This design comes from an exercise in tuning for small area, a short achievable clock period and few clock cycles on the open sky130 flow, not from production work.
RTL that was checked went through simulation tests only; none was proved equivalent to the original.
Only the layout flow was run in run 1; the RTL was not checked for function there.
No activity file was given, so power comes from the tool's default toggle rates.

$ cat flow/config.mk
export PLATFORM = sky130hd
export DESIGN_NAME = log2_latency_histogram_top
export DESIGN_NICKNAME = log2_latency_histogram_top
export VERILOG_FILES = /design/flow/design.v
export SDC_FILE = /design/flow/constraint.sdc
export NUM_CORES = 4
export LEC_CHECK = 0
export CAP_MARGIN = 20
export CORE_MARGIN = 2
export CORE_UTILIZATION = 55
export CTS_BUF_LIST = sky130_fd_sc_hd__clkbuf_16
export CTS_CLUSTER_DIAMETER = 60
export CTS_CLUSTER_SIZE = 30
export SETUP_SLACK_MARGIN = 4.5
export SLEW_MARGIN = 20
$ cat flow/constraint.sdc
create_clock -name core_clock -period 8.0 [get_ports {i_clk}]
set_input_delay 1.6000 -clock core_clock [delete_from_list [all_inputs] [get_ports {i_clk}]]
set_output_delay 1.6000 -clock core_clock [all_outputs]
set_load 0.01 [all_outputs]
$ cat flow/design.v
package l2lh_pkg;
    localparam int BUCKETS_DEF = 32;    
    localparam int LAT_W       = 32;    
    localparam int PCT_W       = 7;     
    localparam int SUM_W       = 64;    
    localparam int BOUND_W     = 33;    
    localparam int RANK_SCALE  = 100;   
    localparam int SCALE_W     = 7;     
    localparam int NQ_W        = 26;    
    localparam int DIV_STEPS   = 2;     
endpackage
module l2lh_add #(
    parameter int W = 32
) (
    input  logic [W-1:0] a,
    input  logic [W-1:0] b,
    input  logic         ci,
    output logic [W-1:0] s,
    output logic         co
);
    localparam int L = $clog2(W + 1);
    localparam int N = W + 1;                       
    logic [N*(L+1)-1:0] g;
    logic [N*(L+1)-1:0] p;
    assign g[N-1:0] = {a & b, ci};
    assign p[N-1:0] = {a ^ b, 1'b0};
    for (genvar l = 0; l < L; l++) begin : g_lvl
        for (genvar i = 0; i < N; i++) begin : g_node
            if (((i >> l) & 1) == 1) begin : g_op
                localparam int J = ((i >> l) << l) - 1;
                assign g[N*(l+1)+i] = g[N*l+i] | (p[N*l+i] & g[N*l+J]);
                assign p[N*(l+1)+i] = p[N*l+i] & p[N*l+J];
            end else begin : g_pass
                assign g[N*(l+1)+i] = g[N*l+i];
                assign p[N*(l+1)+i] = p[N*l+i];
            end
        end
    end
    assign s  = p[W:1] ^ g[N*L+W-1:N*L];
    assign co = g[N*L+W];
endmodule
module l2lh_carry #(
    parameter int W = 32
) (
    input  logic [W-1:0] a,
    input  logic [W-1:0] b,
    input  logic         ci,
    output logic         co
);
    localparam int N = W + 1;
    localparam int L = $clog2(N);
    localparam int M = 1 << L;
    logic [M-1:0] g [L+1];
    logic [M-1:0] t [L+1];
    always_comb begin
        g[0] = '0;
        t[0] = '0;
        g[0][0] = ci;
        for (int i = 0; i < W; i++) begin
            g[0][i+1] = a[i] & b[i];
            t[0][i+1] = a[i] | b[i];
        end
        for (int i = N; i < M; i++) begin
            t[0][i] = 1'b1;
        end
        for (int l = 0; l < L; l++) begin
            g[l+1] = '0;
            t[l+1] = '0;
            for (int i = 0; i < (M >> (l + 1)); i++) begin
                g[l+1][i] = g[l][2*i+1] | (t[l][2*i+1] & g[l][2*i]);
                t[l+1][i] = t[l][2*i+1] & t[l][2*i];
            end
        end
        co = g[L][0];
    end
endmodule
module log2_latency_histogram_top #(
    parameter int BUCKETS = l2lh_pkg::BUCKETS_DEF
) (
    input  logic                         i_clk,
    input  logic                         i_rst_n,
    input  logic                         i_cfg_valid,
    output logic                         o_cfg_ready,
    input  logic                         i_cfg_enable,
    input  logic                         i_in_valid,
    output logic                         o_in_ready,
    input  logic                         i_action,
    input  logic [l2lh_pkg::LAT_W-1:0]   i_latency_ms,
    input  logic [l2lh_pkg::PCT_W-1:0]   i_percentile,
    output logic                         o_out_valid,
    input  logic                         i_out_ready,
    output logic [l2lh_pkg::LAT_W-1:0]   o_sample_count,
    output logic [l2lh_pkg::LAT_W-1:0]   o_mean_ms,
    output logic [l2lh_pkg::BOUND_W-1:0] o_percentile_bound_ms,
    output logic [l2lh_pkg::LAT_W-1:0]   o_max_ms
);
    localparam int LAT_W   = l2lh_pkg::LAT_W;
    localparam int PCT_W   = l2lh_pkg::PCT_W;
    localparam int BOUND_W = l2lh_pkg::BOUND_W;
    localparam int NQ_W    = l2lh_pkg::NQ_W;
    localparam int SC_W    = l2lh_pkg::SCALE_W;
    localparam int IDX_W   = 5;                     
    localparam int NCNT    = BUCKETS - 1;           
    localparam int DCYC    = LAT_W / 2;             
    localparam int TRDY    = PCT_W - 1;             
    localparam int DA      = TRDY + 1;              
    localparam int NPROBE  = IDX_W;                 
    localparam int NCORR   = 2 * NPROBE - 3;        
    localparam int DL      = DA + NCORR;            
    localparam int SDONE   = TRDY + 2 * NPROBE;     
    localparam int QLAST   = SDONE + 1;             
    localparam int QC_W    = 5;
    localparam int XW      = SC_W + 2;              
    localparam int DW      = LAT_W + 2;             
    logic                    r_rdy;
    logic                    r_enable;
    logic                    r_rst_q;               
    logic                    r_rst_q2, r_rst_q3;    
    logic                    s0_v, s0_q, s0_rec;
    logic [LAT_W-1:0]        s0_lat;
    logic [PCT_W-1:0]        s0_pct;
    logic [LAT_W-1:0]        r_samples;
    logic [LAT_W-1:0]        r_sum_lo;
    logic [LAT_W-1:0]        r_sum_hi;
    logic [LAT_W-1:0]        r_peak;
    logic [NQ_W-1:0]         r_nq;                  
    logic [SC_W-1:0]         r_nm;                  
    logic [DL-1:0]           dl_v;
    logic [IDX_W-1:0]        dl_b [DL];
    logic [LAT_W-1:0]        r_cum [NCNT];
    logic                    q_busy;
    logic [QC_W-1:0]         q_cnt;
    logic                    q_n0;                  
    logic                    q_big;                 
    logic                    q_pz;                  
    logic [PCT_W-1:0]        q_p;
    logic [NQ_W-1:0]         q_nq;
    logic [SC_W-1:0]         q_nm;
    logic [LAT_W-1:0]        q_t;                   
    logic [SC_W:0]           q_cq;                  
    logic [SC_W-1:0]         q_r;                   
    logic [IDX_W-1:0]        q_idx;                 
    logic [IDX_W-1:0]        q_m;                   
    logic [IDX_W-1:0]        q_j0, q_j1;            
    logic [LAT_W-1:0]        q_cj;                  
    logic [XW-1:0]           q_x;                   
    logic [2:0]              q_c0l, q_c1l;          
    logic [1:0]              q_c0h, q_c1h;          
    logic                    q_up;                  
    logic                    q_lt;                  
    logic [LAT_W+1:0]        q_n3;                  
    logic [LAT_W-1:0]        q_rem;                 
    logic                    r_out_valid;
    logic [LAT_W-1:0]        r_o_count;
    logic [LAT_W-1:0]        r_o_mean;              
    logic [BOUND_W-1:0]      r_o_bound;
    logic [LAT_W-1:0]        r_o_max;
    logic                    w_acc;
    logic                    w_go;
    logic                    w_qgo;
    logic                    w_rec;
    logic                    w_take;
    logic                    w_s0q_next;
    logic                    w_busy_next;
    logic [IDX_W-1:0]        w_bidx;
    assign o_cfg_ready = 1'b1;
    assign o_in_ready  = r_rdy;
    assign w_acc       = i_in_valid && r_rdy;
    assign w_take      = r_out_valid && i_out_ready;
    assign w_go        = s0_v && !(s0_q && q_busy);
    assign w_qgo       = w_go && s0_q;
    assign w_rec       = s0_v && s0_rec;
    assign w_s0q_next  = w_acc ? i_action : (s0_v && s0_q && !w_go);
    assign w_busy_next = w_qgo || (q_busy && !w_take);
    always_comb begin
        w_bidx = '0;
        for (int i = 1; i < BUCKETS; i++) begin
            if (s0_lat[i]) w_bidx = IDX_W'(i);
        end
    end
    logic [LAT_W-1:0] w_lo_sum;
    logic             w_lo_c;
    logic [LAT_W-1:0] w_hi_inc;
    logic [LAT_W-1:0] w_n_inc;
    logic [NQ_W-1:0]  w_nq_inc;
    logic [LAT_W:0]   w_pk_d;
    logic             w_pk_gt;
    l2lh_add #(.W(LAT_W)) u_sum_lo (.a(r_sum_lo), .b(s0_lat), .ci(1'b0), .s(w_lo_sum), .co(w_lo_c));
    l2lh_add #(.W(LAT_W)) u_sum_hi (.a(r_sum_hi), .b('0), .ci(1'b1), .s(w_hi_inc), .co());
    l2lh_add #(.W(LAT_W)) u_n_inc  (.a(r_samples), .b('0), .ci(1'b1), .s(w_n_inc), .co());
    l2lh_add #(.W(NQ_W))  u_nq_inc (.a(r_nq), .b('0), .ci(1'b1), .s(w_nq_inc), .co());
    l2lh_add #(.W(LAT_W+1)) u_pk (.a({1'b0, r_peak}), .b({1'b1, ~s0_lat}), .ci(1'b1), .s(w_pk_d), .co());
    assign w_pk_gt = w_pk_d[LAT_W];
    logic              w_tb;
    logic [SC_W+2:0]   w_x0, w_x1, w_x2;
    logic [1:0]        w_c;
    logic [SC_W-1:0]   w_r_next;
    logic [LAT_W-1:0]  w_t_next;
    logic [SC_W+2:0]   w_rn;
    assign w_tb = q_p[PCT_W-1];
    assign w_rn = {2'b0, q_r, 1'b0};
    l2lh_add #(.W(SC_W+3)) u_x0 (.a(w_rn), .b(w_tb ? (SC_W+3)'(q_nm) : '0),
                                 .ci(1'b0), .s(w_x0), .co());
    l2lh_add #(.W(SC_W+3)) u_x1 (.a(w_rn), .b(w_tb ? (SC_W+3)'(q_nm) - (SC_W+3)'(100) : -(SC_W+3)'(100)),
                                 .ci(1'b0), .s(w_x1), .co());
    l2lh_add #(.W(SC_W+3)) u_x2 (.a(w_rn), .b(w_tb ? (SC_W+3)'(q_nm) - (SC_W+3)'(200) : -(SC_W+3)'(200)),
                                 .ci(1'b0), .s(w_x2), .co());
    always_comb begin
        if (!w_x2[SC_W+2]) begin
            w_c      = 2'd2;
            w_r_next = w_x2[SC_W-1:0];
        end else if (!w_x1[SC_W+2]) begin
            w_c      = 2'd1;
            w_r_next = w_x1[SC_W-1:0];
        end else begin
            w_c      = 2'd0;
            w_r_next = w_x0[SC_W-1:0];
        end
    end
    l2lh_add #(.W(LAT_W)) u_t (.a({q_t[LAT_W-2:0], 1'b0}), .b(w_tb ? LAT_W'(q_nq) : '0),
                               .ci(1'b0), .s(w_t_next), .co());
    logic [LAT_W+1:0]  w_r4;
    logic [LAT_W+1:0]  w_d1, w_d2, w_d3;
    logic              w_c1, w_c2, w_c3;
    logic [LAT_W+1:0]  w_n3;
    assign w_r4 = {q_rem, r_o_mean[LAT_W-1 -: 2]};
    l2lh_add #(.W(LAT_W+2)) u_d1 (.a(w_r4), .b(~{2'b0, r_o_count}), .ci(1'b1), .s(w_d1), .co());
    l2lh_add #(.W(LAT_W+2)) u_d2 (.a(w_r4), .b(~{1'b0, r_o_count, 1'b0}), .ci(1'b1), .s(w_d2), .co());
    l2lh_add #(.W(LAT_W+2)) u_d3 (.a(w_r4), .b(~q_n3), .ci(1'b1), .s(w_d3), .co());
    l2lh_carry #(.W(LAT_W+2)) u_c1 (.a(w_r4), .b(~{2'b0, r_o_count}), .ci(1'b1), .co(w_c1));
    l2lh_carry #(.W(LAT_W+2)) u_c2 (.a(w_r4), .b(~{1'b0, r_o_count, 1'b0}), .ci(1'b1), .co(w_c2));
    l2lh_carry #(.W(LAT_W+2)) u_c3 (.a(w_r4), .b(~q_n3), .ci(1'b1), .co(w_c3));
    logic [LAT_W-1:0] w_rem_n;
    logic [1:0]       w_qd;
    assign w_rem_n = w_c2 ? (w_c3 ? w_d3[LAT_W-1:0] : w_d2[LAT_W-1:0])
                          : (w_c1 ? w_d1[LAT_W-1:0] : w_r4[LAT_W-1:0]);
    assign w_qd    = {w_c2, w_c3 | (w_c1 & !w_c2)};
    l2lh_add #(.W(LAT_W+2)) u_n3 (.a({2'b0, r_samples}), .b({1'b0, r_samples, 1'b0}), .ci(1'b0), .s(w_n3), .co());
    function automatic logic [IDX_W-1:0] below_of(input logic [IDX_W-1:0] m);
        logic [IDX_W-1:0] r;
        for (int b = 0; b < IDX_W; b++) begin
            r[b] = |(m >> (b + 1));
        end
        below_of = r;
    endfunction
    function automatic logic le5(input logic [IDX_W-1:0] a, input logic [IDX_W-1:0] b);
        logic gt, eq;
        gt = 1'b0;
        eq = 1'b1;
        for (int k = IDX_W - 1; k >= 0; k--) begin
            gt = gt | (eq & a[k] & !b[k]);
            eq = eq & (a[k] == b[k]);
        end
        le5 = !gt;
    endfunction
    function automatic logic [2:0] pop7(input logic [6:0] c);
        logic [2:0] lo, hi;
        lo = 3'(c[0]) + 3'(c[1]) + 3'(c[2]) + 3'(c[3]);
        hi = 3'(c[4]) + 3'(c[5]) + 3'(c[6]);
        pop7 = lo + hi;
    endfunction
    logic [IDX_W-1:0]  w_j;
    logic [IDX_W-1:0]  w_j0, w_j1;                  
    logic [NCORR-1:0]  w_cm0, w_cm1;
    logic [QC_W-1:0]   w_k2;
    logic              w_rd;                        
    logic [XW-1:0]     w_x;
    always_comb begin
        w_j  = q_lt ? q_j1 : q_j0;
        w_j0 = q_idx | below_of(q_m >> 1);
        w_j1 = q_idx | q_m | below_of(q_m >> 1);
        w_k2 = q_cnt - QC_W'(TRDY);
        w_rd = !w_k2[0];
        for (int u = 0; u < NCORR; u++) begin
            w_cm0[u] = (QC_W'(u + 1) <= w_k2) && dl_v[DA-1+u] && le5(dl_b[DA-1+u], w_j0);
            w_cm1[u] = (QC_W'(u + 1) <= w_k2) && dl_v[DA-1+u] && le5(dl_b[DA-1+u], w_j1);
        end
        w_x  = XW'(q_cq) + XW'(q_lt ? q_c1l : q_c0l) + XW'(q_lt ? q_c1h : q_c0h);
    end
    logic [DW-1:0] w_ca, w_cb, w_cc, w_cs, w_cy, w_dd;
    logic          w_lt;
    assign w_ca = {2'b0, q_cj};
    assign w_cb = ~{2'b0, q_t};
    assign w_cc = ~{{(DW-XW){1'b0}}, q_x};
    assign w_cs = w_ca ^ w_cb ^ w_cc;
    assign w_cy = (w_ca & w_cb) | (w_ca & w_cc) | (w_cb & w_cc);
    logic          w_dd_c;
    l2lh_carry #(.W(DW-1)) u_dd (.a(w_cs[DW-2:0]), .b({w_cy[DW-3:0], 1'b1}), .ci(!q_up), .co(w_dd_c));
    assign w_lt = w_cs[DW-1] ^ w_cy[DW-2] ^ w_dd_c;
    always_ff @(posedge i_clk) begin
        r_rst_q  <= i_rst_n;
        r_rst_q2 <= r_rst_q;
        r_rst_q3 <= r_rst_q2;
        if (!i_rst_n) begin
            r_rdy       <= 1'b1;
            r_enable    <= 1'b0;
            s0_v        <= 1'b0;
            q_busy      <= 1'b0;
            r_out_valid <= 1'b0;
        end else begin
            r_rdy <= !(w_s0q_next && w_busy_next);
            if (i_cfg_valid) begin
                r_enable <= i_cfg_enable;
            end
            if (w_acc) begin
                s0_v   <= 1'b1;
                s0_q   <= i_action;
                s0_rec <= !i_action && r_enable;
            end else if (w_go) begin
                s0_v   <= 1'b0;
            end
            q_busy <= w_busy_next;
            if (w_take) begin
                r_out_valid <= 1'b0;
            end
            if (q_busy && (q_cnt == QC_W'(QLAST - 1))) begin
                r_out_valid <= 1'b1;
            end
        end
        if (!r_rst_q) begin
            r_samples <= '0;
            r_sum_lo  <= '0;
            r_sum_hi  <= '0;
            r_peak    <= '0;
            r_nq      <= '0;
            r_nm      <= '0;
            dl_v      <= '0;
        end else begin
            if (w_rec && w_lo_c) begin
                r_sum_hi <= w_hi_inc;
            end
            if (w_rec) begin
                r_samples <= w_n_inc;
                r_sum_lo  <= w_lo_sum;
                if (w_pk_gt) begin
                    r_peak <= s0_lat;
                end
                if (r_nm == SC_W'(99)) begin
                    r_nm <= '0;
                    r_nq <= w_nq_inc;
                end else begin
                    r_nm <= r_nm + SC_W'(1);
                end
            end
            dl_v <= {dl_v[DL-2:0], w_rec};
        end
        s0_lat <= i_latency_ms;
        if (w_acc) begin
            s0_pct <= i_percentile;
        end
        dl_b[0] <= w_bidx;
        for (int k = 1; k < DL; k++) begin
            dl_b[k] <= dl_b[k-1];
        end
        if (w_qgo) begin
            q_cnt     <= '0;
            q_n0      <= (r_samples == '0);
            q_big     <= (s0_pct > PCT_W'(100));
            q_pz      <= (s0_pct == '0);
            q_p       <= {s0_pct[PCT_W-2:0], 1'b0};
            q_nq      <= r_nq;
            q_nm      <= r_nm;
            q_t       <= s0_pct[PCT_W-1] ? LAT_W'(r_nq) : '0;
            q_cq      <= '0;
            q_r       <= s0_pct[PCT_W-1] ? r_nm : '0;
            q_n3      <= w_n3;
            if (r_samples == '0) begin
                q_rem    <= '0;
                r_o_mean <= '0;
            end else begin
                q_rem    <= r_sum_hi;
                r_o_mean <= r_sum_lo;
            end
            q_idx     <= '0;
            q_m       <= IDX_W'(1) << (IDX_W - 1);
            q_lt      <= 1'b0;
            q_c0l     <= '0;
            q_c1l     <= '0;
            q_c0h     <= '0;
            q_c1h     <= '0;
            q_j0      <= IDX_W'((1 << (IDX_W - 1)) - 1);
            q_j1      <= IDX_W'((1 << (IDX_W - 1)) - 1);
            r_o_count <= r_samples;
            r_o_max   <= r_peak;
        end else if (q_busy && (q_cnt != QC_W'(QLAST))) begin
            q_cnt <= q_cnt + QC_W'(1);
            if (q_cnt < QC_W'(PCT_W - 1)) begin
                q_t  <= w_t_next;
                q_r  <= w_r_next;
                q_cq <= {q_cq[SC_W-1:0], 1'b0} + (SC_W+1)'(w_c);
                q_p  <= {q_p[PCT_W-2:0], 1'b0};
            end
            if ((q_cnt < QC_W'(DCYC)) && !q_n0) begin
                q_rem    <= w_rem_n;
                r_o_mean <= {r_o_mean[LAT_W-3:0], w_qd};
            end
            if ((q_cnt >= QC_W'(TRDY)) && (q_cnt < QC_W'(SDONE))) begin
                if (w_rd) begin
                    q_cj <= r_cum[w_j];
                    q_x  <= w_x;
                    q_up <= (q_r != '0) || q_pz;
                end else begin
                    q_lt  <= w_lt;
                    q_c0l <= 3'(w_cm0[0]) + 3'(w_cm0[1]) + 3'(w_cm0[2]) + 3'(w_cm0[3]);
                    q_c1l <= 3'(w_cm1[0]) + 3'(w_cm1[1]) + 3'(w_cm1[2]) + 3'(w_cm1[3]);
                    q_c0h <= 2'(w_cm0[4]) + 2'(w_cm0[5]) + 2'(w_cm0[6]);
                    q_c1h <= 2'(w_cm1[4]) + 2'(w_cm1[5]) + 2'(w_cm1[6]);
                    q_j0  <= w_j0;
                    q_j1  <= w_j1;
                    if (w_lt) begin
                        q_idx <= q_idx | q_m;
                    end
                    q_m <= q_m >> 1;
                end
            end
            if (q_cnt == QC_W'(SDONE)) begin
                if (q_n0) begin
                    r_o_bound <= '0;
                end else if (q_big) begin
                    r_o_bound <= {1'b0, r_o_max};
                end else begin
                    r_o_bound <= BOUND_W'(1) << ({1'b0, q_idx} + 6'd1);
                end
            end
        end
    end
    logic [NCNT-1:0] w_cinc;
    always_comb begin
        for (int i = 0; i < NCNT; i++) begin
            w_cinc[i] = dl_v[DA-1] && le5(dl_b[DA-1], IDX_W'(i));
        end
    end
    for (genvar i = 0; i < NCNT; i++) begin : g_cnt
        logic [LAT_W-1:0] q;
        logic [LAT_W-1:0] t;
        logic [7:0]       all1;
        logic [7:0]       cin;
        assign q = r_cum[i];
        always_comb begin
            for (int g = 0; g < 8; g++) begin
                all1[g] = &q[4*g +: 4];
            end
            cin[0] = w_cinc[i];
            for (int g = 1; g < 8; g++) begin
                cin[g] = cin[g-1] & all1[g-1];
            end
            for (int g = 0; g < 8; g++) begin
                t[4*g] = cin[g];
                for (int k = 1; k < 4; k++) begin
                    t[4*g+k] = t[4*g+k-1] & q[4*g+k-1];
                end
            end
        end
        logic rst_n_c;
        assign rst_n_c = (i < NCNT / 2) ? r_rst_q2 : r_rst_q3;
        always_ff @(posedge i_clk) begin
            if (!rst_n_c) begin
                r_cum[i] <= '0;
            end else begin
                r_cum[i] <= q ^ t;
            end
        end
    end
    assign o_out_valid           = r_out_valid;
    assign o_sample_count        = r_o_count;
    assign o_mean_ms             = r_o_mean;
    assign o_percentile_bound_ms = r_o_bound;
    assign o_max_ms              = r_o_max;
endmodule
$ cat flow/flow/run.sh
#!/bin/bash
# The standard layout, with plain buffers (not delay cells) on the ports.
set -euo pipefail
bash standard.sh finish BUFFER_PORTS_ARGS="-buffer_cell sky130_fd_sc_hd__buf_2" > standard_flow.log 2>&1
$ cat flow/standard.sh
#!/bin/bash
# synth_recipe.tcl (not shown) runs the flow's synth.tcl, then flattens the netlist and writes it again
# the make line also repeats each setting of config.mk as NAME=value (left out here)
make -C /OpenROAD-flow-scripts/flow DESIGN_CONFIG=/design/flow/config.mk WORK_HOME=/design/flow/orfs CLKGATE_MAP_FILE= SYNTH_SCRIPT=/design/flow/synth_recipe.tcl "${@:-finish}"
==> results of run 1 <==
## path summary, 6_finish.rpt
| path | to | cells after the start |
|---|---|---|
| worst max register to register | r_sum_hi[28]$_SDFFE_PN0P_ | 23 |
| worst min register to register | dl_b[2][3]$_DFF_P_ | 0 |
| worst min-delay path | dl_b[2][3]$_DFF_P_ | 0 |
| worst max-delay path | r_sum_hi[28]$_SDFFE_PN0P_ | 23 |
## power breakdown
group	leakage, nW	internal, mW	switching, mW
combinational	30.0	0.601	0.864
clock	2.25	3.50	3.42
sequential	13.6	8.56	0.152
## synth_stat cells, types with 94 or more instances
| cell | number | area (um^2) |
|---|---|---|
| xor2_1 | 339 | 2970 |
| nand3_1 | 204 | 1020 |
| clkbuf_1 | 285 | 1070 |
| xnor2_1 | 143 | 1250 |
| ha_1 | 1150 | 14400 |
| nor3_1 | 132 | 661 |
| inv_1 | 418 | 1570 |
| and2_1 | 1066 | 6670 |
| nand2_1 | 456 | 1710 |
| o21ai_0 | 161 | 806 |
| nor2_1 | 382 | 1430 |
| a221oi_1 | 94 | 823 |
| a22o_1 | 111 | 972 |
| a22oi_1 | 298 | 2240 |
| dfxtp_1 | 1315 | 26300 |
| edfxtp_1 | 326 | 9790 |
| nand4_1 | 251 | 1570 |
| a21oi_1 | 229 | 1150 |
## sequential cells by signal, summed over array words and instances, names as in the netlist, 33 cells and up
name	count
dl_b	65
q_n3	33
r_cum	992
r_o_bound	33
## repair_timing
action	4_1_cts	5_1_grt
pin swaps	73	135
resized for setup	311	286
endpoints found under the setup margin	542	236
setup buffers	84	120
gates cloned	3	6
## layer usage
layer  up-vias  GRT usage [%]
met5         -              0
met4        12           11.3
met3       472           5.64
met2      2308           49.9
met1     30900           45.8
li1      29900              -
## final cells by class
class	count	area (um^2)	share of cell area [%]
Multi-Input combinational cell	5862	47600	49.6
Sequential cell	1641	36200	37.7
Clock buffer	144	3600	3.75
Timing Repair Buffer	465	3520	3.66
Tap cell	2030	2540	2.64
Inverter	422	1620	1.69
Clock inverter	104	936	0.974
Antenna cell	4	10.0	0.0104
## logic make-up after synthesis
logic type / after synthesis / synth area share [%]
muxes: 79 / 0.955
other: 1 / 0.00447
AOI/OAI and AO/OA: 1308 / 11.1
and+or+nand+nor: 2762 / 17.8
DFF: 1641 / 43.0
xor gates and xnor gates: 482 / 5.03
buffers and inverters: 758 / 3.47
adders and majority gates: 1230 / 18.6
## through the flow
| step | utilization [%] | cell area (um^2) | std cells |
|---|---|---|---|
| 2_1_floorplan | - | 84100 | 8261 |
| 3_3_place_gp | 57.4 | 87000 | 10200 |
| 3_5_place_dp | 57.4 | 87100 | 10200 |
| 4_1_cts | 61.9 | 93900 | 10500 |
| 5_1_grt | 63.3 | 96000 | 10700 |
| 6_report | 63.3 | 96100 | 10700 |
==> summary.md, run 1 <==
| Metric | Value |
|---|---|
| Register-to-register setup slack | `3700 ps` |
| Ys flop type | `dfxtp_1` |
| Most frequent cells in the layout | `dfxtp_1, ha_1, and2_1` |
| Hold_sp | `dl_b[1][3]$_DFF_P_` |
| Clk buf depth | `3` |
| Setup violators final | `0` |
| DIE WIDTH | `395 um` |
| Final period utilization | `53.7%` |
| Fmax | `0.233 GHz` |
| Worst Path Buf+Inv | `1` |
| Synth Warn # | `13` |
| Drt total wl | `260000 um` |
| Layout cells sized above 1 | `13.5%` |
| Worst min path class | `register to register` |
| Post-Syn Nets | `9503` |
| Clock Pin Slew Worst Setup and Hold Paths | `80 ps` |
| Cell family with most CP delay | `compound AO/OA/AOI/OAI gates` |
| Cell row count | `143` |
| CP Capture Type | `register` |
| Count of flip-flops with a built-in enable after synthesis | `326` |
| DIE HEIGHT | `395 um` |
| WL/cell | `24.4 um` |
| Final setup margin | `3700 ps` |
| Htree depth | `4` |
| Max-cap viol count | `0` |
| #FFs+latches synth | `1641` |
| Vias per cell | `5.96` |
| Largest net degree at the start of global routing | `273` |
| Initial antenna violation count | `10` |
| Crit-path cells | `ha_4 > a21o_1 > a21o_1 > a2111oi_4 > o22ai_2 > o211a_1 > o21ai_4 > o21ai_2 > a41o_1 > o21ai_2 > nand2b_1 > fa_2 > and3_4 > and4_4 > and4_4 > nand4_4 > nor2_4 > and2_4 > and3_4 > buf_4 > nand2_1 > xor2_1 > nor2_1` |
| First-pass DRT Iterations | `6` |
| Max VDD drop | `0.211 mV` |
| Critical Path Slowest Stage Cell | `fa_2` |
| Most common cell after layout, fill and taps aside | `dfxtp_1` |
| CP max stage delay | `370 ps` |
| Final hold slack | `329 ps` |
| Vias in the first global route | `60700` |
| Max Fanout on Critical Path | `3` |
| Die area | `156000 um^2` |
| Clock skew | `48.2 ps` |
| Final hold violations | `0` |
| Worst-margin pin slew | `1050 ps` |
| Highest routed layer | `met5` |
| CTS tree | `built` |
| Metal2 WL | `114000 um` |
| TritonCTS Buffers | `135` |
| Initial Utilization | `55.3%` |
| Syn Area/Cell | `10.2 um^2` |
| Total Power | `17.1 mW` |
| Reg2reg start | `r_sum_lo[1]$_SDFFE_PN0P_` |
| Total vias in the final route | `63600` |
| Clock sink count | `1641` |
| Later-pin clock latency in the skew report | `780 ps` |
| Hold_buf cts | `0` |
| Async S/R FF share, synth | `0%` |
| Total core area | `152000 um^2` |
| Worst Path Required | `8620 ps` |
| Post-Synthesis Cells | `8261` |
| Seq/Total Area, Yosys | `43.0%` |
| Wire length on met3 | `20900 um` |
| Ports | `178` |
| Power Density | `178 nW/um^2` |
| Area grow syn2layout | `14.4%` |
| Root buf cell | `clkbuf_16` |
| Syn Std Cell Area | `84000 um^2` |
| I/O Buffers | `176` |
| Nets | `9769` |
| Crit Path Class | `register to register` |
| Slew headroom | `29.9%` |
| Drc violations | `0` |
| Distinct cells, synth | `95` |
| GR Util All Layers | `32.4%` |
| CP Launch Type | `register` |
| Clock period minus worst slack | `4300 ps` |
| ANT nets after route | `0` |
| Filler Cells Inserted | `12900` |
| Drt first-iter violations | `5447` |
| Crit path DAT | `4920 ps` |
| Post-DP HPWL | `188000 um` |
| Critical Path Start | `r_sum_lo[1]$_SDFFE_PN0P_` |
| GPL Wtd Cong | `0.911` |
| Status | `complete, no violations` |
| Overflow after GRT | `0` |
| First-pass GRT wire length | `385000 um` |
| Pre-CTS setup slack | `2920 ps` |
| Max-slew violations | `0` |
| Leakage | `45.9 nW` |
| Unrepaired setup endpoints after global routing | `yes` |
| Setup TNS | `0 ps` |
| M1 WL | `115000 um` |
==> run 2: changes to the inputs <==
--- a/flow/design.v
+++ b/flow/design.v
@@ -122,5 +122,6 @@
     logic [LAT_W-1:0]        r_samples;
     logic [LAT_W-1:0]        r_sum_lo;
-    logic [LAT_W-1:0]        r_sum_hi;
+    logic [LAT_W-1:0]        r_sum_hi;              
+    logic                    r_sum_c;
     logic [LAT_W-1:0]        r_peak;
     logic [NQ_W-1:0]         r_nq;                  
@@ -200,10 +201,12 @@
     assign w_tb = q_p[PCT_W-1];
     assign w_rn = {2'b0, q_r, 1'b0};
-    l2lh_add #(.W(SC_W+3)) u_x0 (.a(w_rn), .b(w_tb ? (SC_W+3)'(q_nm) : '0),
+    localparam logic [SC_W+2:0] K_M100 = (SC_W+3)'((1 << (SC_W + 3)) - 100);
+    localparam logic [SC_W+2:0] K_M200 = (SC_W+3)'((1 << (SC_W + 3)) - 200);
+    logic [SC_W+2:0] w_nm_b;
+    assign w_nm_b = w_tb ? (SC_W+3)'(q_nm) : '0;
+    l2lh_add #(.W(SC_W+3)) u_x0 (.a(w_rn), .b(w_nm_b),
                                  .ci(1'b0), .s(w_x0), .co());
-    l2lh_add #(.W(SC_W+3)) u_x1 (.a(w_rn), .b(w_tb ? (SC_W+3)'(q_nm) - (SC_W+3)'(100) : -(SC_W+3)'(100)),
-                                 .ci(1'b0), .s(w_x1), .co());
-    l2lh_add #(.W(SC_W+3)) u_x2 (.a(w_rn), .b(w_tb ? (SC_W+3)'(q_nm) - (SC_W+3)'(200) : -(SC_W+3)'(200)),
-                                 .ci(1'b0), .s(w_x2), .co());
+    l2lh_add #(.W(SC_W+3)) u_x1 (.a(w_rn), .b(w_nm_b + K_M100), .ci(1'b0), .s(w_x1), .co());
+    l2lh_add #(.W(SC_W+3)) u_x2 (.a(w_rn), .b(w_nm_b + K_M200), .ci(1'b0), .s(w_x2), .co());
     always_comb begin
         if (!w_x2[SC_W+2]) begin
@@ -321,4 +324,5 @@
             r_samples <= '0;
             r_sum_lo  <= '0;
+            r_sum_c   <= 1'b0;
             r_sum_hi  <= '0;
             r_peak    <= '0;
@@ -327,5 +331,6 @@
             dl_v      <= '0;
         end else begin
-            if (w_rec && w_lo_c) begin
+            r_sum_c <= w_rec && w_lo_c;
+            if (r_sum_c) begin
                 r_sum_hi <= w_hi_inc;
             end
@@ -369,5 +374,5 @@
                 r_o_mean <= '0;
             end else begin
-                q_rem    <= r_sum_hi;
+                q_rem    <= r_sum_c ? w_hi_inc : r_sum_hi;
                 r_o_mean <= r_sum_lo;
             end
--- a/flow/config.mk
+++ b/flow/config.mk
@@ -9,7 +9,7 @@
 export CORE_MARGIN = 2
 export CORE_UTILIZATION = 55
-export CTS_BUF_LIST = sky130_fd_sc_hd__clkbuf_16
-export CTS_CLUSTER_DIAMETER = 60
-export CTS_CLUSTER_SIZE = 30
+export CTS_BUF_LIST = sky130_fd_sc_hd__clkbuf_8
+export CTS_CLUSTER_DIAMETER = 50
+export CTS_CLUSTER_SIZE = 16
 export SETUP_SLACK_MARGIN = 4.5
 export SLEW_MARGIN = 20
==> run 2 against run 1 <==
Compared with the run above: first-iteration DRC count fell by 3.0%; clock skew increased by 14 ps; routed wire length shrank 1.1%; sequential share of layout area rose by 0.68 points; sequential cell count grew 1; largest cell class unchanged; highest routed layer unchanged.
==> summary.md, run 2 <==
| Metric | Value |
|---|---|
| Clock Pin Slew Worst Setup and Hold Paths | `90 ps (about the same)` |
| Area grow syn2layout | `12.1%` |
| CP max stage delay | `420 ps (+50 ps)` |
| Most frequent CP cell | `nor3_4` |
| Adder-cell area share of the yosys netlist | `18.4% (-0.21 points)` |
| Most frequent cells in the layout | `dfxtp_1, ha_1, and2_1` |
| Largest registers | `r_cum x992, dl_b x65` |
| Synth Warn # | `11 (-2)` |
| Most numerous cell in the Yosys netlist | `dfxtp_1` |
| Clk buf depth | `3 (unchanged)` |
| Non-Filler Instances | `10700 (-0.019%)` |
| DIE WIDTH | `395 um (+0.11%)` |
| Max VDD drop | `0.150 mV (-29%)` |
| CP Launch Type | `register` |
| Drc violations | `0 (unchanged)` |
| Seq. cell area | `36200 um^2 (about the same)` |
| Placed Cells incl. Taps | `10200 (-0.059%)` |
| Overflow after GRT | `0 (unchanged)` |
| Ports | `178 (unchanged)` |
| Max Fanout on Critical Path | `6 (+3)` |
| Post-Syn Nets | `9495 (-0.084%)` |
| CTS tree | `built` |
| CP Capture Type | `register` |
| DIE HEIGHT | `395 um (+0.11%)` |
| Most common cell after layout, fill and taps aside | `dfxtp_1` |
| Drt total wl | `257000 um (-1.1%)` |
| TritonCTS Buffers | `167 (+24%)` |
| Post-DP HPWL | `188000 um (+0.20%)` |
| Area fraction of the dominant cell type after synthesis | `31.3% (-0.046 points)` |
| Worst r2r dst | `r_cum[16][31]$_SDFF_PN0_` |
| Mux cell area share after synthesis | `0.828% (-0.13 points)` |
| Crit Path Class | `register to register` |
| Power Density | `172 nW/um^2 (-3.2%)` |
| WL/cell | `24.1 um (-1.1%)` |
| Max reg flops | `992 (unchanged)` |
| Worst min path class | `register to register` |
| I/O Buffers | `176 (unchanged)` |
| Syn Area/Cell | `10.2 um^2 (+0.33%)` |
| Nets | `9740 (-0.30%)` |
| Setup TNS | `0 ps (unchanged)` |
| Post-synth top cells | `dfxtp_1, ha_1, and2_1, nand2_1, inv_1` |
| Slew headroom | `31.2% (+1.3 points)` |
| Hold_sp | `dl_b[4][4]$_DFF_P_` |
| Count of flip-flops with a built-in enable after synthesis | `326 (unchanged)` |
| Initial Utilization | `55.4% (+0.058 points)` |
| Post-Synthesis Cells | `8252 (-0.11%)` |
| GR Util All Layers | `32.4% (-0.037 points)` |
| Max-slew violations | `0 (unchanged)` |
| Footprint of the multi-input gates | `47200 um^2 (-0.92%)` |
| Unrepaired setup endpoints after global routing | `yes` |
| Status | `complete, no violations` |
| Distinct cells, synth | `95 (unchanged)` |
| Syn Std Cell Area | `84200 um^2 (+0.22%)` |
| Total vias in the final route | `63100 (-0.80%)` |
| Vias per cell | `5.91 (-0.78%)` |
| Final hold violations | `0 (unchanged)` |
| Crit path DAT | `4410 ps (-510 ps)` |
| Clock sink count | `1642 (+0.061%)` |
| Synth Area in XOR/XNOR | `5.09% (+0.062 points)` |
| Htree depth | `4 (unchanged)` |
| Biggest register | `r_cum` |
| Leakage | `45.1 nW (-1.6%)` |
| Async S/R FF share, synth | `0% (unchanged)` |
| Vias in the first global route | `61100 (+0.54%)` |
| Clock period minus worst slack | `3520 ps (-781 ps)` |
| Seq/Total Area, Yosys | `42.9% (-0.072 points)` |
| Fmax | `0.284 GHz (+22%)` |
| Max-cap viol count | `0 (unchanged)` |
| Ys flop type | `dfxtp_1` |
| Drt first-iter violations | `5286 (-3.0%)` |
| WHS Path Cells | `0 (unchanged)` |
| Die area | `156000 um^2 (+0.22%)` |
| Setup violators final | `0 (unchanged)` |
| Cell row count | `143 (unchanged)` |
| Worst-margin pin slew | `1030 ps (-19.9 ps)` |
| Total core area | `152000 um^2 (+0.12%)` |
| Register-to-register setup slack | `4480 ps (+780 ps)` |
| Worst Path Required | `8890 ps (+270 ps)` |
| Later-pin clock latency in the skew report | `960 ps (+180 ps)` |
| Area leader, netlist | `dfxtp_1` |
| First-pass GRT wire length | `385000 um (about the same)` |
| Largest net degree at the start of global routing | `228 (-16%)` |
| Crit-path cells | `buf_8 > or3_4 > o21ai_2 > nand2_1 > or2_4 > nor3_4 > inv_2 > nor3_4 > inv_2 > nor3_4 > ha_2 > ha_4 > ha_4 > xor2_1 > and2_1` |
| #FFs+latches synth | `1642 (+0.061%)` |
| Critical Path Slowest Stage Cell | `or3_4` |
| First-pass DRT Iterations | `8 (+2)` |
| Reg2reg start | `dl_b[6][0]$_DFF_P_` |
| Initial antenna violation count | `10 (unchanged)` |
| Filler Cells Inserted | `12800 (-0.71%)` |
| ANT nets after route | `0 (unchanged)` |
| Synth Area in Compound Gates | `11.2% (+0.079 points)` |
| Total Power | `16.2 mW (-4.9%)` |
| Simple-Gate Fraction of Synth Area | `18.0% (+0.28 points)` |
| Largest family of logic cells by synthesized area | `adder cells` |
| Layout cells sized above 1 | `12.5% (-0.93 points)` |
| Final period utilization | `44.0% (-9.8 points)` |
| GPL Wtd Cong | `0.944 (+3.7%)` |
| Clock skew | `61.8 ps (+13.7 ps)` |
| Root buf cell | `clkbuf_8` |
| Ranking of synthesized cells by area | `dfxtp_1, ha_1, edfxtp_1` |
| Hold EP | `dl_b[5][4]$_DFF_P_` |
| Reg2Reg Depth | `15 (-35%)` |
==> run 2: critical path, delay by kind of cell (launching register included) <==
family	cells	cell delay [ps]
flops	1	340
buf+inv	3	340
fa+ha+maj	3	540
xor+xnor	1	140
simple gates	7	1970
compound gates	1	120
==> run 2: worst max-delay path by stage <==
| stage | start | to |
|---|---|---|
| detailed placement | dl_v[6]$_SDFF_PN0_ | r_cum[5][30]$_SDFF_PN0_ |
| CTS | dl_b[6][2]$_DFF_P_ | r_cum[9][30]$_SDFF_PN0_ |
| finish | dl_b[6][0]$_DFF_P_ | r_cum[16][31]$_SDFF_PN0_ |
| global route | dl_b[6][0]$_DFF_P_ | r_cum[16][31]$_SDFF_PN0_ |
| floorplan | q_p[6]$_DFFE_PP_ | q_t[31]$_SDFFCE_PP0P_ |
| global placement | dl_v[6]$_SDFF_PN0_ | r_cum[1][31]$_SDFF_PN0_ |
==> run 2: what timing repair did <==
item / in CTS / in global routing
hold buffers: 0 / 0
setup buffers: 72 / 79
resized for setup: 239 / 193
gates cloned: 4 / 2
setup endpoints to repair: 551 / 151
pin swaps: 42 / 76
==> run 2: cells by family after synthesis <==
kind of cell | count (synthesis)
adders and majority gates | 1215
and+or+nand+nor | 2759
muxes | 68
DFF | 1642
other | 1
buffers and inverters | 755
AOI/OAI and AO/OA | 1323
xor gates and xnor gates | 489
==> run 2: area by class of cell <==
type / count / share of cell area, %
antenna: 2 / 0.00530
sequential: 1642 / 38.4
clock buffer: 185 / 2.70
multi-input combinational: 5857 / 50.0
tap: 2030 / 2.69
inverter: 416 / 1.68
timing repair buffer: 413 / 3.21
clock inverter: 125 / 1.33
==> run 2: where the power goes <==
group / total (mW) / switching [mW] / internal [mW]
combinational: 1.45 / 0.853 / 0.594
sequential: 8.72 / 0.151 / 8.57
clock: 6.08 / 3.38 / 2.70
==> run 2: per-layer routing <==
metal / vias up / track usage [%] / routed length [um]
met5: - / 0 / 95
met4: 14 / 11.8 / 10800
met3: 510 / 5.54 / 18900
met2: 2116 / 51.9 / 116000
met1: 30600 / 43.9 / 111000
li1: 29800 / - / -
==> run 2: stage by stage <==
| step | utilization, % | hold WS (ps) | instance area (um^2) | setup WS [ps] |
|---|---|---|---|---|
| after floorplan | - | 310 | 84200 | 4550 |
| after global placement | 57.4 | 315 | 87200 | 2970 |
| after detailed placement | 57.4 | 314 | 87200 | 3040 |
| after CTS | 61.2 | 331 | 92900 | 4400 |
| after global routing | 62.1 | 329 | 94400 | 4400 |
| final | 62.1 | 335 | 94400 | 4480 |
Testbench counts of run 2, summed over its fixed seeds: cycles 9,748.
==> run 3: changes to the inputs <==
--- a/flow/config.mk
+++ b/flow/config.mk
@@ -8,5 +8,5 @@
 export CAP_MARGIN = 20
 export CORE_MARGIN = 2
-export CORE_UTILIZATION = 55
+export CORE_UTILIZATION = 62
 export CTS_BUF_LIST = sky130_fd_sc_hd__clkbuf_8
 export CTS_CLUSTER_DIAMETER = 50
==> run 3 against run 2 <==
Compared with the run above: count of clock-buffer cells in the layout fell by 7; utilization rose by 7.2 points; clock skew fell by 7.3 ps; register-to-register slack barely moved; via count rose by 1.1%; critical endpoint is now q_rem[24]$_DFFE_PP_; largest power group unchanged.
==> summary.md, run 3 <==
| Metric | Value |
|---|---|
| Clock Pin Slew Worst Setup and Hold Paths | `90 ps (about the same)` |
| Slew headroom | `23.0% (-8.2 points)` |
| Drt total wl | `250000 um (-2.8%)` |
| Drt first-iter violations | `6622 (+25%)` |
| DIE WIDTH | `372 um (-5.8%)` |
| Max reg flops | `992 (unchanged)` |
| Later-pin clock latency in the skew report | `930 ps (-30 ps)` |
| Htree depth | `4 (unchanged)` |
| GPL Wtd Cong | `0.965 (+2.2%)` |
| Seq/Total Area, Yosys | `42.9% (unchanged)` |
| First-pass DRT Iterations | `7 (-1)` |
| Max-slew violations | `0 (unchanged)` |
| Fmax | `0.285 GHz (+0.25%)` |
| Total core area | `135000 um^2 (-11%)` |
| Post-synth top cells | `dfxtp_1, ha_1, and2_1, nand2_1, inv_1` |
| Crit-path cells | `inv_1 > ha_1 > or2_2 > o221ai_1 > a2111o_1 > a21oi_1 > o21a_2 > o21ai_4 > clkbuf_8 > and3_4 > a221oi_1 > o211ai_1` |
| Async S/R FF share, synth | `0% (unchanged)` |
| Placed Cells incl. Taps | `9948 (-2.5%)` |
| Overflow after GRT | `0 (unchanged)` |
| Largest net degree at the start of global routing | `290 (+27%)` |
| Most frequent cells in the layout | `dfxtp_1, ha_1, and2_1` |
| Area grow syn2layout | `11.2%` |
| Root buf cell | `clkbuf_8` |
| Max VDD drop | `0.186 mV (+24%)` |
| Clock sink count | `1642 (unchanged)` |
| DIE HEIGHT | `372 um (-5.8%)` |
| Max Fanout on Critical Path | `41 (+35)` |
| GR Util All Layers | `35.4% (+3.0 points)` |
| Setup violators final | `0 (unchanged)` |
| Total vias in the final route | `63800 (+1.1%)` |
| Post-Synthesis Cells | `8252 (unchanged)` |
| Count of flip-flops with a built-in enable after synthesis | `326 (unchanged)` |
| CTS tree | `built` |
| Worst min path class | `register to register` |
| Most common cell after layout, fill and taps aside | `dfxtp_1` |
| Initial antenna violation count | `7 (-3)` |
| Crit path DAT | `4160 ps (-250 ps)` |
| Vias per cell | `6.15 (+4.0%)` |
| Max-cap viol count | `0 (unchanged)` |
| Setup TNS | `0 ps (unchanged)` |
| Vias in the first global route | `60600 (-0.76%)` |
| Distinct cells, synth | `95 (unchanged)` |
| Syn Std Cell Area | `84200 um^2 (unchanged)` |
| Critical Path Slowest Stage Cell | `edfxtp_1` |
| CP max stage delay | `460 ps (+40 ps)` |
| Largest registers | `r_cum x992, dl_b x65` |
| Syn Area/Cell | `10.2 um^2 (unchanged)` |
| Post-DP HPWL | `183000 um (-2.6%)` |
| Worst-margin pin slew | `1150 ps (+123 ps)` |
| Ys flop type | `dfxtp_1` |
| Drc violations | `0 (unchanged)` |
| Cell row count | `135 (-5.6%)` |
| Die area | `139000 um^2 (-11%)` |
| WL/cell | `24.1 um (about the same)` |
| Biggest register | `r_cum` |
| Final hold violations | `0 (unchanged)` |
| Ports | `178 (unchanged)` |
| Non-Filler Instances | `10400 (-2.8%)` |
| CP Launch Type | `register` |
| #FFs+latches synth | `1642 (unchanged)` |
| Power Density | `173 nW/um^2 (+0.29%)` |
| Ranking of synthesized cells by area | `dfxtp_1, ha_1, edfxtp_1` |
| I/O Buffers | `176 (unchanged)` |
| Final period utilization | `43.9% (-0.11 points)` |
| Clock period minus worst slack | `3510 ps (-8.70 ps)` |
| Nets | `9695 (-0.46%)` |
| Clk buf depth | `3 (unchanged)` |
| Synth Warn # | `11 (unchanged)` |
| Most numerous cell in the Yosys netlist | `dfxtp_1` |
| Leakage | `44.9 nW (-0.49%)` |
| Pre-CTS setup slack | `3080 ps (+41.5 ps)` |
| Unrepaired setup endpoints after global routing | `yes` |
| Crit Path Class | `register to register` |
| First-pass GRT wire length | `371000 um (-3.7%)` |
| Area fraction of the dominant cell type after synthesis | `31.3% (unchanged)` |
| Initial Utilization | `62.3% (+6.9 points)` |
| Status | `complete, no violations` |
| CP Capture Type | `register` |
| Layout cells sized above 1 | `11.8% (-0.73 points)` |
| Final setup margin | `4490 ps (+8.70 ps)` |
| ANT nets after route | `0 (unchanged)` |
| Area leader, netlist | `dfxtp_1` |
| TritonCTS Buffers | `158 (-5.4%)` |
| Clock skew | `54.5 ps (-7.31 ps)` |
| Worst Path Required | `8650 ps (-240 ps)` |
| Post-Syn Nets | `9495 (unchanged)` |
-- run 3: cell count changes in the layout (fill, tap and decap cells not counted), moves of 5 or more --
cell,change
clkbuf_8,-6
dfxtp_2,-5
or4_4,-8
or4_1,+8
o21ai_2,-5
buf_4,-31
buf_12,-8
bufinv_16,+6
nor3_2,-8
inv_1,-5
inv_8,-10
nor3_1,+7
dfxtp_1,+5
clkinvlp_4,-5
-- run 3: logic make-up after synthesis --
logic type | Yosys count | share of synthesized area (%)
other | 1 | 0.00446
xor gates and xnor gates | 489 | 5.09
and+or+nand+nor | 2759 | 18.0
DFF | 1642 | 42.9
muxes | 68 | 0.828
buffers and inverters | 755 | 3.46
AOI/OAI and AO/OA | 1323 | 11.2
adders and majority gates | 1215 | 18.4
-- run 3: cell type report --
| cell class | count | area, um^2 |
|---|---|---|
| Clock buffer | 178 | 2450 |
| Antenna cell | 2 | 5.00 |
| Clock inverter | 115 | 1280 |
| Multi-Input combinational cell | 5855 | 47100 |
| Tap cell | 1781 | 2230 |
| Inverter | 416 | 1580 |
| Fill cell | 10600 | 41500 |
| Sequential cell | 1642 | 36200 |
| Timing Repair Buffer | 379 | 2730 |
-- run 3: final timing paths --
check	slack, ps	from	cells after the start	to
worst max-delay path	4490	r_o_count[2]$_DFFE_PP_	12	q_rem[24]$_DFFE_PP_
worst min-delay path	320	dl_b[0][4]$_SDFF_PP1_	0	dl_b[1][4]$_DFF_P_
worst max register to register	4490	r_o_count[2]$_DFFE_PP_	12	q_rem[24]$_DFFE_PP_
worst min register to register	320	dl_b[0][4]$_SDFF_PP1_	0	dl_b[1][4]$_DFF_P_
-- run 3: metrics by stage --
stage / total power [mW] / area (um^2) / util [%] / hold slack (ps)
final: 16.2 / 93600 / 69.3 / 321
after global routing: 16.7 / 93600 / 69.3 / 330
after CTS: 16.2 / 92300 / 68.3 / 329
after detailed placement: 10.2 / 86800 / 64.3 / 312
after global placement: 10.2 / 86800 / 64.3 / 312
after floorplan: 9.81 / 84200 / - / 310
-- run 3: repair_timing --
item	CTS	global route
buffers inserted	57	62
hold buffers	0	0
cloned	4	0
hold endpoints to repair	0	0
setup endpoints to repair	521	165
gates resized for setup	233	184
pin swaps	33	81
-- run 3: power by group --
part	internal, mW	switching [mW]	leakage, nW
combinational	0.589	0.846	29.4
sequential	8.57	0.157	13.6
clock	2.76	3.24	1.94
total	11.9	4.24	44.9
-- run 3: metal layers --
layer | global-route usage (%) | vias up | wire length [um]
li1 | - | 29700 | -
met1 | 47.7 | 30900 | 104000
met2 | 55.8 | 2575 | 113000
met3 | 6.43 | 587 | 21500
met4 | 15.0 | 10 | 11600
met5 | 0 | - | 90
-- run 3: worst max-delay path, delay by kind of cell (launching register included) --
family                   cells  cell delay (ps)
AO/OA/AOI/OAI                7             1640
buffers and inverters        2              370
flip-flops                   1              460
AND/OR/NAND/NOR              2              470
adder cells (fa/ha/maj)      1              250
==> run 4: changes to the inputs <==
--- a/flow/config.mk
+++ b/flow/config.mk
@@ -12,4 +12,4 @@
 export CTS_CLUSTER_DIAMETER = 50
 export CTS_CLUSTER_SIZE = 16
-export SETUP_SLACK_MARGIN = 4.5
+export SETUP_SLACK_MARGIN = 4.3
 export SLEW_MARGIN = 20
==> run 4 against run 3 <==
Compared with the run above: largest power group unchanged; sequential cell count is the same; sequential power is essentially flat; critical path type unchanged; count of clock-buffer cells in the layout is the same; highest routed layer unchanged; maximum frequency shrank 4.9%; area after synthesis is the same; register-to-register slack lost 180 ps; synthesized cell count is the same; still clean on timing, DRC and antenna; non-clock buffer count shrank 64.
==> summary.md, run 4 <==
| Metric | Value |
|---|---|
| Worst Path Required | `8860 ps (+210 ps)` |
| Unrepaired setup endpoints after global routing | `yes` |
| Biggest register | `r_cum` |
| First-pass DRT Iterations | `7 (unchanged)` |
| Most frequent cells in the layout | `dfxtp_1, ha_1, and2_1` |
| Area grow syn2layout | `9.70%` |
| Largest registers | `r_cum x992, dl_b x65` |
| Largest net degree at the start of global routing | `290 (unchanged)` |
| Syn Std Cell Area | `84200 um^2 (unchanged)` |
| TritonCTS Buffers | `158 (unchanged)` |
| Clk buf depth | `3 (unchanged)` |
| Final period utilization | `46.1% (+2.2 points)` |
| #FFs+latches synth | `1642 (unchanged)` |
| Filler Cells Inserted | `10800 (+1.2%)` |
| Htree depth | `4 (unchanged)` |
| Overflow after GRT | `0 (unchanged)` |
| Post-synth top cells | `dfxtp_1, ha_1, and2_1, nand2_1, inv_1` |
| Slew headroom | `19.7% (-3.4 points)` |
| Area fraction of the dominant cell type after synthesis | `31.3% (unchanged)` |
| Clock period minus worst slack | `3690 ps (+179 ps)` |
| Worst-margin pin slew | `1200 ps (+50.3 ps)` |
| Max-slew violations | `0 (unchanged)` |
| Post-Syn Nets | `9495 (unchanged)` |
| Async S/R FF share, synth | `0% (unchanged)` |
| Footprint of the multi-input gates | `46500 um^2 (-1.4%)` |
| Die area | `139000 um^2 (unchanged)` |
| Worst min path class | `register to register` |
| Seq/Total Area, Yosys | `42.9% (unchanged)` |
| Setup TNS | `0 ps (unchanged)` |
| Seq. cell area | `36200 um^2 (-0.10%)` |
| DIE WIDTH | `372 um (unchanged)` |
| CTS tree | `built` |
| Hold_buf cts | `0 (unchanged)` |
| Cell row count | `135 (unchanged)` |
| Max Fanout on Critical Path | `13 (-68%)` |
| Vias per cell | `6.14 (-0.11%)` |
| First-pass GRT wire length | `368000 um (-0.70%)` |
| Drt total wl | `248000 um (-0.81%)` |
| DIE HEIGHT | `372 um (unchanged)` |
| GR Util All Layers | `35.1% (-0.26 points)` |
| Total vias in the final route | `63300 (-0.72%)` |
| Later-pin clock latency in the skew report | `930 ps (about the same)` |
| Distinct cells, synth | `95 (unchanged)` |
| Crit Path Class | `register to register` |
| Drc violations | `0 (unchanged)` |
| GPL Wtd Cong | `0.965 (unchanged)` |
| Max reg flops | `992 (unchanged)` |
| WL/cell | `24.1 um (-0.19%)` |
| Max-cap viol count | `0 (unchanged)` |
| WHS Path Cells | `0 (unchanged)` |
| Area leader, netlist | `dfxtp_1` |
| CP Capture Type | `register` |
| Status | `complete, no violations` |
| Synth Warn # | `11 (unchanged)` |
| Layout cells sized above 1 | `9.98% (-1.8 points)` |
| CP Launch Type | `register` |
| Post-DP HPWL | `183000 um (unchanged)` |
| Reg2Reg Depth | `15 (+3)` |
| Crit path DAT | `4550 ps (+390 ps)` |
| Clock sink count | `1642 (unchanged)` |
| ANT nets after route | `0 (unchanged)` |
| Pre-CTS setup slack | `3080 ps (unchanged)` |
| Root buf cell | `clkbuf_8` |
| Leakage | `44.1 nW (-1.8%)` |
| Power Density | `174 nW/um^2 (+0.99%)` |
| Hold EP | `dl_b[1][4]$_DFF_P_` |
| Clock skew | `57.8 ps (+3.24 ps)` |
| Setup violators final | `0 (unchanged)` |
| Most common cell after layout, fill and taps aside | `dfxtp_1` |
| Total core area | `135000 um^2 (unchanged)` |
| Initial antenna violation count | `5 (-2)` |
| Clock Pin Slew Worst Setup and Hold Paths | `90 ps (about the same)` |
| Worst r2r dst | `r_cum[30][31]$_SDFF_PN0_` |
| Most numerous cell in the Yosys netlist | `dfxtp_1` |
| Max VDD drop | `0.186 mV (+0.37%)` |
| Count of flip-flops with a built-in enable after synthesis | `326 (unchanged)` |
| Post-Synthesis Cells | `8252 (unchanged)` |
| I/O Buffers | `176 (unchanged)` |
| Vias in the first global route | `60200 (-0.59%)` |
| Hold_sp | `dl_b[0][4]$_SDFF_PP1_` |
| Fmax | `0.271 GHz (-4.9%)` |
| Reg2reg start | `dl_b[6][1]$_DFF_P_` |
| Final Util | `68.3% (-0.94 points)` |
| Drt first-iter violations | `6445 (-2.7%)` |
| Initial Utilization | `62.3% (unchanged)` |
| Nets | `9631 (-0.66%)` |
| Ranking of synthesized cells by area | `dfxtp_1, ha_1, edfxtp_1` |
| Final hold slack | `324 ps (+3.39 ps)` |
| Syn Area/Cell | `10.2 um^2 (unchanged)` |
| Final hold violations | `0 (unchanged)` |
| Ys flop type | `dfxtp_1` |
| Ports | `178 (unchanged)` |
| Register-to-register setup slack | `4310 ps (-180 ps)` |
| Final setup margin | `4310 ps (-179 ps)` |
## run 4: area by class of cell
class / instances / share of cell area, %
diodes: 2 / 0.00542
clock buffers: 178 / 2.65
clock inverters: 115 / 1.39
inverters: 416 / 1.70
multi-input cells: 5855 / 50.3
flip-flops and latches: 1642 / 39.2
well taps: 1781 / 2.41
repair buffers: 315 / 2.33
## run 4: worst max-delay path by stage
stage,startpoint,to,slack (ps),cells after the start
6_report,dl_b[6][1]$_DFF_P_,r_cum[30][31]$_SDFF_PN0_,4310,15
4_1_cts,dl_v[6]$_SDFF_PN0_,r_cum[0][30]$_SDFF_PN0_,4220,13
3_5_place_dp,dl_b[6][4]$_DFF_P_,r_cum[9][31]$_SDFF_PN0_,3080,14
5_1_grt,q_rem[7]$_DFFE_PP_,q_rem[29]$_DFFE_PP_,4210,13
2_1_floorplan,q_p[6]$_DFFE_PP_,q_t[31]$_SDFFCE_PP0P_,4550,15
3_3_place_gp,dl_v[6]$_SDFF_PN0_,r_cum[1][31]$_SDFF_PN0_,3200,14
## run 4: stage by stage
step / instances / area [um^2] / power (mW)
after CTS: 10300 / 91600 / 16.1
final: 10300 / 92300 / 16.1
after global routing: 10300 / 92300 / 16.7
after detailed placement: 9948 / 86800 / 10.2
after floorplan: 8252 / 84200 / 9.81
after global placement: 9948 / 86800 / 10.2
## run 4: repair_timing
| item | CTS | global route |
|---|---|---|
| buffers inserted | 20 | 36 |
| resized for setup | 142 | 85 |
| hold endpoints to repair | 0 | 0 |
| endpoints found under the setup margin | 413 | 118 |
| pin swaps | 13 | 23 |
| cloned | 2 | 1 |
## run 4: critical path, cell delays in order, from the launching register on
cell and delay [ps]:
dfxtp_2 410, and2_1 270, nand3_1 140, o21a_1 170
and2_1 280, inv_1 130, nor3_4 410, inv_1 150
nor3_4 380, inv_1 130, nor3_2 340, ha_1 220
ha_1 140, ha_1 150, xor2_1 140, and2_1 140
## run 4: routing by layer
metal | wire (um) | vias to the layer above | global-route usage (%)
met5 | 52 | - | 0
met2 | 111000 | 2542 | 55.1
li1 | - | 29600 | -
met3 | 21000 | 571 | 6.35
met4 | 11600 | 8 | 15.0
met1 | 105000 | 30600 | 47.5
## run 4: cells by family (layout without fill, tap and decap cells)
logic type      Yosys count  in the layout  share of synthesized area (%)
other cells               1              3                        0.00446
xor+xnor                489            489                           5.09
mux                      68             68                          0.828
flops                  1642           1642                           42.9
buf+inv                 755           1024                           3.46
compound gates         1323           1323                           11.2
simple gates           2759           2759                           18.0
fa+ha+maj              1215           1215                           18.4
## run 4: report_power, final
group / total (mW) / switching, mW / internal (mW)
clock: 6.00 / 3.24 / 2.76
sequential: 8.73 / 0.158 / 8.57
combinational: 1.37 / 0.817 / 0.553

-- static timing again, ports no longer ideal --
In the flow no input, the clock included, has a driving cell. The finished layouts below were timed again as built, in two steps.
Step 1 assumes that a clkbuf_16 drives the clock port and a buf_2 every other input.
Step 2 adds t to the input delays and takes it off the output delays; t is the mean of the earliest and latest rising clock arrival at the registers after step 1. Input paths then give back, and output paths get back, about the clock's delay inside the block.
Three values: ideal ports, drivers, drivers and shift; two values: the first two.
run	t (ns)	setup slack, ns	worst setup path after step 2	latest minus earliest clock arrival (ns)
run 1	0.844	3.701 / 3.701 / 3.701	register to register	0.050 / 0.050
run 2	1.006	4.482 / 4.482 / 4.482	register to register	0.068 / 0.068
run 3	0.985	4.490 / 4.490 / 4.490	register to register	0.086 / 0.087
run 4	0.986	4.311 / 4.311 / 4.311	register to register	0.086 / 0.086
After both steps setup and hold are still met in every run listed.
